This design comes from an exercise in tuning for small area on the open sky130 flow, not from production work. Only simulation tests tie the RTL to the original design; equivalence was not proved. No activity file was given, so power comes from the tool's default toggle rates.

==> flow/design.v (excerpt) <==
module ebi_periph_top #(
  parameter int NUM_UART = 2,
  parameter int NUM_GPIO = 3
) (
  input  logic                                clk,
  input  logic                                rst_i,
  input  logic                                cs_n_i,
  input  logic                                oe_n_i,
  input  logic [3:0]                          we_n_i,
  input  logic                                rd_wr_i,
  input  logic [hub_pkg::ADDR_W-1:0]          ebi_addr_i,
  input  logic [hub_pkg::DATA_W-1:0]          ebi_data_i,
  input  logic [NUM_UART-1:0]                 srx_i,
  input  logic [NUM_GPIO*hub_pkg::DATA_W-1:0] input_pad_i,    
  output logic [hub_pkg::DATA_W-1:0]          ebi_data_o,
  output logic                                ebi_data_oe_o,
  output logic [NUM_UART-1:0]                 stx_o,
  output logic [NUM_UART-1:0]                 uart_int_o,
  output logic [NUM_GPIO*hub_pkg::DATA_W-1:0] output_pad_o    
);
  logic [2:1]        early_bank;
  logic              early_start, start;
  logic              tg_gpio;
  ...
clock: 5.0 ns
lec_check: 0
cap_margin: 20
core_margin: 2
core_utilization: 65
gpl_timing_driven: 0
slew_margin: 20
standard.sh (not shown) runs the stock make flow with config.mk's settings and CLKGATE_MAP_FILE= SYNTH_SCRIPT=/design/flow/synth_recipe.tcl, a recipe that flattens the netlist after the stock synthesis.
==> flow/flow/run.sh <==
#!/bin/bash
# The standard layout (standard.sh, the standard flow's own synthesis script
# synth_recipe.tcl and its flip-flop mapping included) with these changes:
# - abc maps the logic with an area-oriented script (flow/area.abc) instead of
#   ORFS's delay-oriented one, and the adders are left to abc rather than
#   mapped to half/full adder cells beforehand (ADDER_MAP_FILE empty);
# - the port buffers are the smallest buffer cell (buf_1);
# - the clock tree uses clkbuf_8 buffers, without dummy loads.
# Each tool's output is in orfs/logs/; make's own output is in standard.log.
set -euo pipefail
here=$(pwd)
{
  echo 'proc abc {args} {'
  echo '  set i [lsearch -exact $args -script]'
  echo "  if {\$i >= 0} { set args [lreplace \$args \$i [expr {\$i + 1}] -script $here/flow/area.abc] }"
  echo "  puts \"abc: script $here/flow/area.abc\""
  echo '  yosys abc {*}$args'
  echo '}'
  cat "$here/synth_recipe.tcl"
} > "$here/area_synth.tcl"
export BUFFER_PORTS_ARGS="-buffer_cell sky130_fd_sc_hd__buf_1"
export CTS_ARGS="-sink_clustering_enable -repair_clock_nets -dont_use_dummy_load -buf_list sky130_fd_sc_hd__clkbuf_8 -sink_clustering_size 18 -sink_clustering_max_diameter 42"
bash standard.sh SYNTH_SCRIPT="$here/area_synth.tcl" ADDER_MAP_FILE= finish > standard.log 2>&1
==> flow/flow/area.abc <==
&get -n
&st
&dch
&nf -R 1000 -p
&st
&dch
&nf -R 1000 -p
&st
&dch
&nf -R 1000 -p
&put
Change:
Settings changed: GPL_TIMING_DRIVEN 0 to unset.
Effect: The new run ran to the end with no violations. Maximum frequency rose by 8.0%. Combinational power fell by about 0.9%. Cell area fell by 1.1%. Non-clock buffer count fell by 9. Clock power is about the same. First-iteration DRC count fell by 4.3%. Critical path depth rose by 2. Via count is about the same.
Change:
Settings changed: GPL_ROUTABILITY_DRIVEN set to 0, GPL_TIMING_DRIVEN set to 0.
The new run ran to the end with no violations.
Combinational power increases by about 0.9%.
Setup slack is worse by 0.33 ns.
Power is about the same.
Global-route usage decreases by 0.55 points.
Worst hold slack is worse by 0.018 ns.

---

Setup of P:
ebi_periph_top, a different RTL version from the one above (not shown whole).
For scale: roughly 1500 cells after synthesis, roughly 460 flip-flops, about 300 I/O pins.
Settings: LEC_CHECK=0, CAP_MARGIN=20, CORE_MARGIN=2, CORE_UTILIZATION=40, SLEW_MARGIN=20; clock period 5.0 ns.
==> flow/flow/run.sh <==
#!/bin/bash
# Standard layout, with the smallest buffer cell for the port buffers and a
# clock tree without dummy loads.
set -euo pipefail
export BUFFER_PORTS_ARGS="-buffer_cell sky130_fd_sc_hd__buf_1"
export CTS_ARGS="-sink_clustering_enable -repair_clock_nets -dont_use_dummy_load -buf_list sky130_fd_sc_hd__clkbuf_4 -sink_clustering_size 10 -sink_clustering_max_diameter 30"
bash standard.sh > standard.log 2>&1
P | status: complete | timing, DRC, antenna: pass
Input changes introduced in Q (baseline for comparison: P):
-- flow/flow/run.sh --
<<< P, line 6
export CTS_ARGS="-sink_clustering_enable -repair_clock_nets -dont_use_dummy_load -buf_list sky130_fd_sc_hd__clkbuf_4 -sink_clustering_size 10 -sink_clustering_max_diameter 30"
>>> Q, line 6
export CTS_ARGS="-sink_clustering_enable -repair_clock_nets -dont_use_dummy_load -buf_list sky130_fd_sc_hd__clkbuf_16 -sink_clustering_size 25 -sink_clustering_max_diameter 50"
--- outcome ---
Clock tree cell share of total cell area for Q: 1.4 points up relative to P. Compared with P, Q shows routed wire length lower by 0.64%. The lower portion of total power attributed to combinational logic came out of Q. Number of buffers inserted by hold repair at cts came out exactly the same in P and Q. Between Q and P, the power in combinational cells does not differ in any meaningful way. Via count shrinks slightly when moving from P to Q. P → Q: met2 usage in global routing went down by 0.20 points; met1 layer usage reported by global route was more or less identical. Q against P; wire length on met3 is down by a few percent. [Q vs P] number of fillers in the final layout: lower in Q.
## Diff of input files: R against Q
-- flow/flow/run.sh --
<<< Q, line 6
export CTS_ARGS="-sink_clustering_enable -repair_clock_nets -dont_use_dummy_load -buf_list sky130_fd_sc_hd__clkbuf_16 -sink_clustering_size 25 -sink_clustering_max_diameter 50"
>>> R, line 6
export CTS_ARGS="-sink_clustering_enable -repair_clock_nets -dont_use_dummy_load -buf_list sky130_fd_sc_hd__clkbuf_8 -sink_clustering_size 20 -sink_clustering_max_diameter 45"
- Between Q and R, the post-detailed-route wirelength per cell does not differ in any meaningful way.
- R vs Q: count of inserted antenna diode cells down in R
- R: ratio of routed vias to standard cells lower than Q
- Via count was higher in Q than in R.
- R -> Q: final standard cell count with taps included and fillers excluded flat
## Diff of input files: S against R
-- flow/flow/run.sh --
<<< R, line 6
export CTS_ARGS="-sink_clustering_enable -repair_clock_nets -dont_use_dummy_load -buf_list sky130_fd_sc_hd__clkbuf_8 -sink_clustering_size 20 -sink_clustering_max_diameter 45"
>>> S, line 6
export CTS_ARGS="-sink_clustering_enable -repair_clock_nets -dont_use_dummy_load -buf_list sky130_fd_sc_hd__clkbuf_8 -sink_clustering_size 16 -sink_clustering_max_diameter 40"
Notes after the runs:
- S against R: total power consumption of the routed design increased 0.21 mW, share of total power in the clock network went up, global-route wire length before repair has increased, routed wire length held, via count of the routed design increased by 0.75% relative to the old numbers.
- R → S: cell area power density up 7.8 nW/um^2; period utilization down 0.18 points; maximum fanout count along the critical path down about 6%.
- Looking at critical path capture point, the g_uart[0].uart_txrx_i.tx_cnt[2]$_SDFFE_PP0P_ result is from R; the g_uart[1].uart_txrx_i.tx_tmr[10]$_DFF_P_ one comes from S.

---

Setup of v40:
ebi_periph_top, a different RTL version from the one above (not shown whole).
For scale: ~460 flip-flops, roughly 300 I/O pins, about 16000 µm² of cells after synthesis.
==> flow/config.mk <==
export PLATFORM = sky130hd
export DESIGN_NAME = ebi_periph_top
export DESIGN_NICKNAME = ebi_periph_top
export VERILOG_FILES = /design/flow/design.v
export SDC_FILE = /design/flow/constraint.sdc
export NUM_CORES = 4
export LEC_CHECK = 0
export CAP_MARGIN = 20
export CORE_MARGIN = 2
export CORE_UTILIZATION = 65
export SLEW_MARGIN = 20
==> flow/constraint.sdc <==
create_clock -name core_clock -period 5.0 [get_ports {clk}]
set_input_delay 1.0000 -clock core_clock [delete_from_list [all_inputs] [get_ports {clk}]]
set_output_delay 1.0000 -clock core_clock [all_outputs]
set_load 0.01 [all_outputs]
==> flow/flow/run.sh <==
#!/bin/bash
# The standard layout (standard.sh, the standard flow's own synthesis script
# synth_recipe.tcl and its flip-flop mapping included) with these changes:
# - abc maps the logic with an area-oriented script (flow/area.abc) instead of
#   ORFS's delay-oriented one, and the adders are left to abc rather than
#   mapped to half/full adder cells beforehand (ADDER_MAP_FILE empty);
# - the port buffers are the smallest buffer cell (buf_1);
# - the clock tree uses clkbuf_8 buffers, without dummy loads.
# Each tool's output is in orfs/logs/; make's own output is in standard.log.
set -euo pipefail
here=$(pwd)
{
  echo 'proc abc {args} {'
  echo '  set i [lsearch -exact $args -script]'
  echo "  if {\$i >= 0} { set args [lreplace \$args \$i [expr {\$i + 1}] -script $here/flow/area.abc] }"
  echo "  puts \"abc: script $here/flow/area.abc\""
  echo '  yosys abc {*}$args'
  echo '}'
  cat "$here/synth_recipe.tcl"
} > "$here/area_synth.tcl"
export BUFFER_PORTS_ARGS="-buffer_cell sky130_fd_sc_hd__buf_1"
export CTS_ARGS="-sink_clustering_enable -repair_clock_nets -dont_use_dummy_load -buf_list sky130_fd_sc_hd__clkbuf_16 -sink_clustering_size 30 -sink_clustering_max_diameter 50"
bash standard.sh SYNTH_SCRIPT="$here/area_synth.tcl" ADDER_MAP_FILE= finish > standard.log 2>&1
Scripts as last shown in full above: flow/flow/area.abc
v40 | stages: all done | timing, DRC, antenna: all pass
Changes in v22 relative to v40:
- CORE_UTILIZATION now 40, was 65
--- a/flow/flow/run.sh
+++ b/flow/flow/run.sh
@@ -21,3 +21,3 @@
 export BUFFER_PORTS_ARGS="-buffer_cell sky130_fd_sc_hd__buf_1"
-export CTS_ARGS="-sink_clustering_enable -repair_clock_nets -dont_use_dummy_load -buf_list sky130_fd_sc_hd__clkbuf_16 -sink_clustering_size 30 -sink_clustering_max_diameter 50"
+export CTS_ARGS="-sink_clustering_enable -repair_clock_nets -dont_use_dummy_load -buf_list sky130_fd_sc_hd__clkbuf_8 -sink_clustering_size 16 -sink_clustering_max_diameter 40"
 bash standard.sh SYNTH_SCRIPT="$here/area_synth.tcl" ADDER_MAP_FILE= finish > standard.log 2>&1
==> comparison <==
NOTE area of the die v40->v22 increased by more than half
v22 vs v40 on vertical extent of the die: v22 is the higher one.
Routability-driven placement congestion ratio delta for v22 relative to v40: 0.025 lower
v22 vs v40 — total of fill cells in the finished design rose about 120%.
v22 went all the way through synthesis, placement and routing and the layout is clean on timing, DRC and antenna.
The following lists how v41 was set up differently from v22:
- a change of CORE_UTILIZATION from 40 to 65
--- a/flow/flow/run.sh
+++ b/flow/flow/run.sh
@@ -21,3 +21,3 @@
 export BUFFER_PORTS_ARGS="-buffer_cell sky130_fd_sc_hd__buf_1"
-export CTS_ARGS="-sink_clustering_enable -repair_clock_nets -dont_use_dummy_load -buf_list sky130_fd_sc_hd__clkbuf_8 -sink_clustering_size 16 -sink_clustering_max_diameter 40"
+export CTS_ARGS="-sink_clustering_enable -repair_clock_nets -dont_use_dummy_load -buf_list sky130_fd_sc_hd__clkbuf_8 -sink_clustering_size 20 -sink_clustering_max_diameter 45"
 bash standard.sh SYNTH_SCRIPT="$here/area_synth.tcl" ADDER_MAP_FILE= finish > standard.log 2>&1
==> comparison <==
Taking v22 as the reference, in v41 starting density of the core increased 25 points, filler cell count in the final layout -1952, share of total power in combinational logic went up 0.7 points, final area saw a decrease.
Changes observed in v41 relative to v22: smallest hold slack went up; minimum clock period after layout climbed 0.037 ns; fraction of area in multi-input gates +0.70 points.
Diff v22 -> v41: global router's overall resource usage went up by 11 points, count of inserted tapcells went down by about 37%.

---

Another version of the RTL of ebi_periph_top (not shown whole).
Size in the first run: about 460 flip-flops, ~300 I/O pins, about 0.019 mm2 of cells after synthesis.
Design ebi_periph_top, start of the top module:
module ebi_periph_top #(
  parameter int NUM_UART = 2,
  parameter int NUM_GPIO = 3
) (
  input  logic                                clk,
  input  logic                                rst_i,
  input  logic                                cs_n_i,
  input  logic                                oe_n_i,
  input  logic [3:0]                          we_n_i,
  input  logic                                rd_wr_i,
  input  logic [hub_pkg::ADDR_W-1:0]          ebi_addr_i,
  input  logic [hub_pkg::DATA_W-1:0]          ebi_data_i,
  input  logic [NUM_UART-1:0]                 srx_i,
  input  logic [NUM_GPIO*hub_pkg::DATA_W-1:0] input_pad_i,    
  output logic [hub_pkg::DATA_W-1:0]          ebi_data_o,
  output logic                                ebi_data_oe_o,
  output logic [NUM_UART-1:0]                 stx_o,
  output logic [NUM_UART-1:0]                 uart_int_o,
  output logic [NUM_GPIO*hub_pkg::DATA_W-1:0] output_pad_o    
);
  logic [2:1]        early_bank;
  logic              early_start;
  logic              tg_gpio;
  logic [1:0]        tg_uart;
  logic [2:0]        sub;
  logic [DATA_W-1:0] wr_data;
  logic [3:0]        byte_en;
  logic              wr_go, rd_go;
  logic [DATA_W-1:0] gpio_word, rd_word;
  logic [DATA_W-1:0] uart_word [NUM_UART];
  ebi_slave ebi_slave_i (
    .clk(clk),
    .rst_i(rst_i),
    .cs_n_i(cs_n_i),
    .oe_n_i(oe_n_i),
    .we_n_i(we_n_i),
    .rd_wr_i(rd_wr_i),
    .ebi_addr_i(ebi_addr_i),
    .ebi_data_i(ebi_data_i),
    .ebi_data_o(ebi_data_o),
    .ebi_data_oe_o(ebi_data_oe_o),
    .early_bank_o(early_bank),
    .early_start_o(early_start),
    .tg_gpio_o(tg_gpio),
  ...
export LEC_CHECK = 0
export CAP_MARGIN = 20
export CORE_MARGIN = 2
export CORE_UTILIZATION = 40
export SLEW_MARGIN = 20
create_clock -name core_clock -period 5.0 [get_ports {clk}]
==> flow/flow/run.sh <==
#!/bin/bash
# Standard layout, but the port buffers are the smallest buffer cell.
set -euo pipefail
export BUFFER_PORTS_ARGS="-buffer_cell sky130_fd_sc_hd__buf_1"
bash standard.sh > standard.log 2>&1
The starting point ran to the end with no violations.
==> next run, changes <==
==> flow/run.sh (new file) <==
#!/bin/bash
# synth_recipe.tcl (not shown) runs the flow's synth.tcl, then flattens the netlist and writes it again
# the make line also repeats each setting of config.mk as NAME=value (left out here)
make -C /OpenROAD-flow-scripts/flow DESIGN_CONFIG=/design/flow/config.mk WORK_HOME=/design/flow/orfs CLKGATE_MAP_FILE= SYNTH_SCRIPT=/design/flow/synth_recipe.tcl finish
- CTS_BUF_LIST: unset -> sky130_fd_sc_hd__clkbuf_2 sky130_fd_sc_hd__clkbuf_4 sky130_fd_sc_hd__clkbuf_8
- CTS_CLUSTER_SIZE: unset -> 20
removed: flow/flow/run.sh
removed: flow/standard.sh
Outcome: Global-route usage rises by 0.86 points; synthesized cell count does not change; clock skew rises by 0.013 ns; worst setup slack loses 0.46 ns; worst hold slack gains 0.0056 ns; sequential share of layout area falls by 3.6 points; die area stays the same; total power rises slightly; clock power hardly moves.
==> next run, changes <==
- CTS_BUF_LIST: sky130_fd_sc_hd__clkbuf_2 sky130_fd_sc_hd__clkbuf_4 sky130_fd_sc_hd__clkbuf_8 -> sky130_fd_sc_hd__clkbuf_4
- CTS_CLUSTER_SIZE: 20 -> unset
Result: Register-to-register slack is about the same. Synthesized area does not change. Clock-buffer cell count grows by 64. Sequential share of layout area is about the same. Cell area stays flat. Clock power shrinks by a few percent. Total power drops slightly.
==> next run, changes <==
- CTS_BUF_LIST: sky130_fd_sc_hd__clkbuf_4 -> unset
Non-clock buffer count stays the same.
Clock power increases by 15%.
Cell count goes down by 4.7%.
Worst setup slack is better by 0.23 ns.
Worst hold slack gains 0.0066 ns.
Maximum frequency rose by 5.9%.
Synthesized cell count does not change.
Flip-flop and latch count is unchanged.
Power increases by 4.9%.
Via count came out lower by 3.1%.

---

Setup of lagoon:
ebi_periph_top, a different RTL version from the one above (not shown whole).
Size in the first run: roughly 1400 cells after synthesis, roughly 460 flip-flops, about 300 I/O pins, ~16000 µm² of cells after synthesis.
export LEC_CHECK = 0
export CAP_MARGIN = 20
export CORE_MARGIN = 2
export CORE_UTILIZATION = 65
export SLEW_MARGIN = 20
create_clock -name core_clock -period 5.0 [get_ports {clk}]
==> flow/flow/run.sh <==
#!/bin/bash
# The standard layout (standard.sh, the standard flow's own synthesis script
# synth_recipe.tcl and its flip-flop mapping included) with these changes:
# - abc maps the logic with an area-oriented script (flow/area.abc) instead of
#   ORFS's delay-oriented one, and the adders are left to abc rather than
#   mapped to half/full adder cells beforehand (ADDER_MAP_FILE empty);
# - the port buffers are the smallest buffer cell (buf_1);
# - the clock tree uses clkbuf_8 buffers, without dummy loads.
# Each tool's output is in orfs/logs/; make's own output is in standard.log.
set -euo pipefail
here=$(pwd)
{
  echo 'proc abc {args} {'
  echo '  set i [lsearch -exact $args -script]'
  echo "  if {\$i >= 0} { set args [lreplace \$args \$i [expr {\$i + 1}] -script $here/flow/area.abc] }"
  echo "  puts \"abc: script $here/flow/area.abc\""
  echo '  yosys abc {*}$args'
  echo '}'
  cat "$here/synth_recipe.tcl"
} > "$here/area_synth.tcl"
export BUFFER_PORTS_ARGS="-buffer_cell sky130_fd_sc_hd__buf_1"
export CTS_ARGS="-sink_clustering_enable -repair_clock_nets -dont_use_dummy_load -buf_list sky130_fd_sc_hd__clkbuf_8 -sink_clustering_size 18 -sink_clustering_max_diameter 42"
bash standard.sh SYNTH_SCRIPT="$here/area_synth.tcl" ADDER_MAP_FILE= finish > standard.log 2>&1
==> flow/flow/area.abc <==
&get -n
&st
&dch
&nf -R 1000 -p
&st
&dch
&nf -R 1000 -p
&st
&dch
&nf -R 1000 -p
&put
topo
stime -c
upsize -c
dnsize -c
lagoon: done, clean on timing, DRC and antenna
--- input diff lagoon..zinc ---
==> flow/flow/area.abc <==
&get -n
&st
&dch
&nf -R 1000 -p
&st
&dch
&nf -R 1000 -p
&st
&dch
&nf -R 1000 -p
&put
Findings:
Taking lagoon as the reference, in zinc total routed wirelength increased by about 0.9% relative to the old numbers, power went down 0.91%, worst setup slack has decreased.
Input changes introduced in indigo (baseline for comparison: zinc):
# zinc
export LEC_CHECK = 0
export CAP_MARGIN = 20
export CORE_MARGIN = 2
export CORE_UTILIZATION = 65
export SLEW_MARGIN = 20
create_clock -name core_clock -period 5.0 [get_ports {clk}]
# indigo
export LEC_CHECK = 0
export CAP_MARGIN = 20
export CORE_MARGIN = 2
export CORE_UTILIZATION = 82
export SLEW_MARGIN = 20
create_clock -name core_clock -period 5.0 [get_ports {clk}]
==> notes.md <==
- The log for indigo ends in 5_1_grt with error GRT-0116, so the run never completed.
- indigo vs zinc — number of buffers created by CTS dropped 9.8%.
- Post-synth design cell area: zinc vs indigo identical
- In the reports for indigo and zinc, the smaller starting utilization of the core area belongs to zinc.
- Synthesized instance count came out exactly the same in indigo and zinc.
- Going from zinc to indigo, post-placement setup slack dropped 190 ps, horizontal die dimension dropped 17 µm, global placement routability congestion climbed about 1.3%, post-place instance area dropped 80 µm².
- Re post-synthesis compound-gate area fraction: no difference whatsoever between indigo and zinc.
- Lower standard-cell row count goes to indigo over zinc.
- Comparing indigo and zinc, the lower height of the die is on indigo.
Modified inputs, fjord compared to indigo
# indigo
export LEC_CHECK = 0
export CAP_MARGIN = 20
export CORE_MARGIN = 2
export CORE_UTILIZATION = 82
export SLEW_MARGIN = 20
create_clock -name core_clock -period 5.0 [get_ports {clk}]
# fjord
export LEC_CHECK = 0
export CAP_MARGIN = 20
export CORE_MARGIN = 2
export CORE_UTILIZATION = 75
export SLEW_MARGIN = 20
create_clock -name core_clock -period 5.0 [get_ports {clk}]
==> comparison <==
- Flow for indigo halted at 5_1_grt, error code GRT-0116.
- Having completed the whole flow, fjord delivered a layout that passed the timing, DRC and antenna checks.
- fjord and indigo ended up with nearly the same count of cells resized by post-cts repair.
- Floorplan die width went up by a few percent going from indigo to fjord.
- Re async set or reset register ratio after synthesis: no difference whatsoever between fjord and indigo.
- Re area after synthesis: no difference whatsoever between indigo and fjord.
- Diff fjord..indigo | xor/xnor share of the synthesized area | unchanged
- CTS buffer count on fjord is up relative to indigo.
- Going from indigo to fjord, height of the chip climbed 4.4%; placed cell area barely changed.
- Between fjord and indigo, the number of cells after detailed placement is lower for indigo.
- Placement row count, fjord and indigo: lower on indigo
- From fjord to indigo, post-synthesis net count did not move at all.

port drivers added, routing unchanged:
How much do the figures lean on ideal ports? The routed layouts below were timed once more, with nothing changed but the port constraints. Step 1, drivers: a clkbuf_16 drives clk and a buf_2 each remaining input, both assumed. Step 2, shift: input delay + t, output delay - t, t = (earliest + latest rising clock arrival at the registers) / 2. This alone moves slack from input paths to output paths. a / b / c = ideal / step 1 / step 2; a / b = the first two.
run | shift t [ns] | slack for setup (ns) | worst register clock-pin slew, ns | pins driven straight from the clock port
the first run of note 1 | 0.597 | 0.559 / 0.559 / 0.559 | 0.10 / 0.10 | 1
the second run of note 1 | 0.599 | 0.889 / 0.889 / 0.889 | 0.11 / 0.11 | 1
the third run of note 1 | 0.597 | 0.559 / 0.559 / 0.559 | 0.10 / 0.10 | 1
P | 0.797 | 0.777 / 0.777 / 0.777 | 0.11 / 0.11 | 1
Q | 0.601 | 0.790 / 0.790 / 0.790 | 0.09 / 0.09 | 1
R | 0.645 | 0.785 / 0.785 / 0.785 | 0.11 / 0.11 | 1
S | 0.684 | 0.794 / 0.794 / 0.794 | 0.09 / 0.09 | 1
v40 | 0.564 | 0.853 / 0.853 / 0.853 | 0.08 / 0.08 | 1
v22 | 0.647 | 0.918 / 0.918 / 0.918 | 0.09 / 0.09 | 1
v41 | 0.590 | 0.881 / 0.881 / 0.881 | 0.11 / 0.11 | 1
the first run of note 4 | 0.639 | 1.507 / 1.454 / 1.912 | 0.06 / 0.06 | 1
the second run of note 4 | 0.695 | 1.045 / 0.994 / 1.689 | 0.07 / 0.07 | 1
the third run of note 4 | 0.900 | 0.888 / 0.835 / 1.735 | 0.07 / 0.07 | 1
the fourth run of note 4 | 0.647 | 1.116 / 1.063 / 1.710 | 0.07 / 0.07 | 1
lagoon | 0.594 | 1.261 / 1.261 / 1.261 | 0.10 / 0.10 | 1
zinc | 0.601 | 0.938 / 0.938 / 0.938 | 0.10 / 0.10 | 1
fjord | 0.599 | 0.739 / 0.739 / 0.739 | 0.11 / 0.11 | 1
After both steps setup and hold are still met in every run listed.
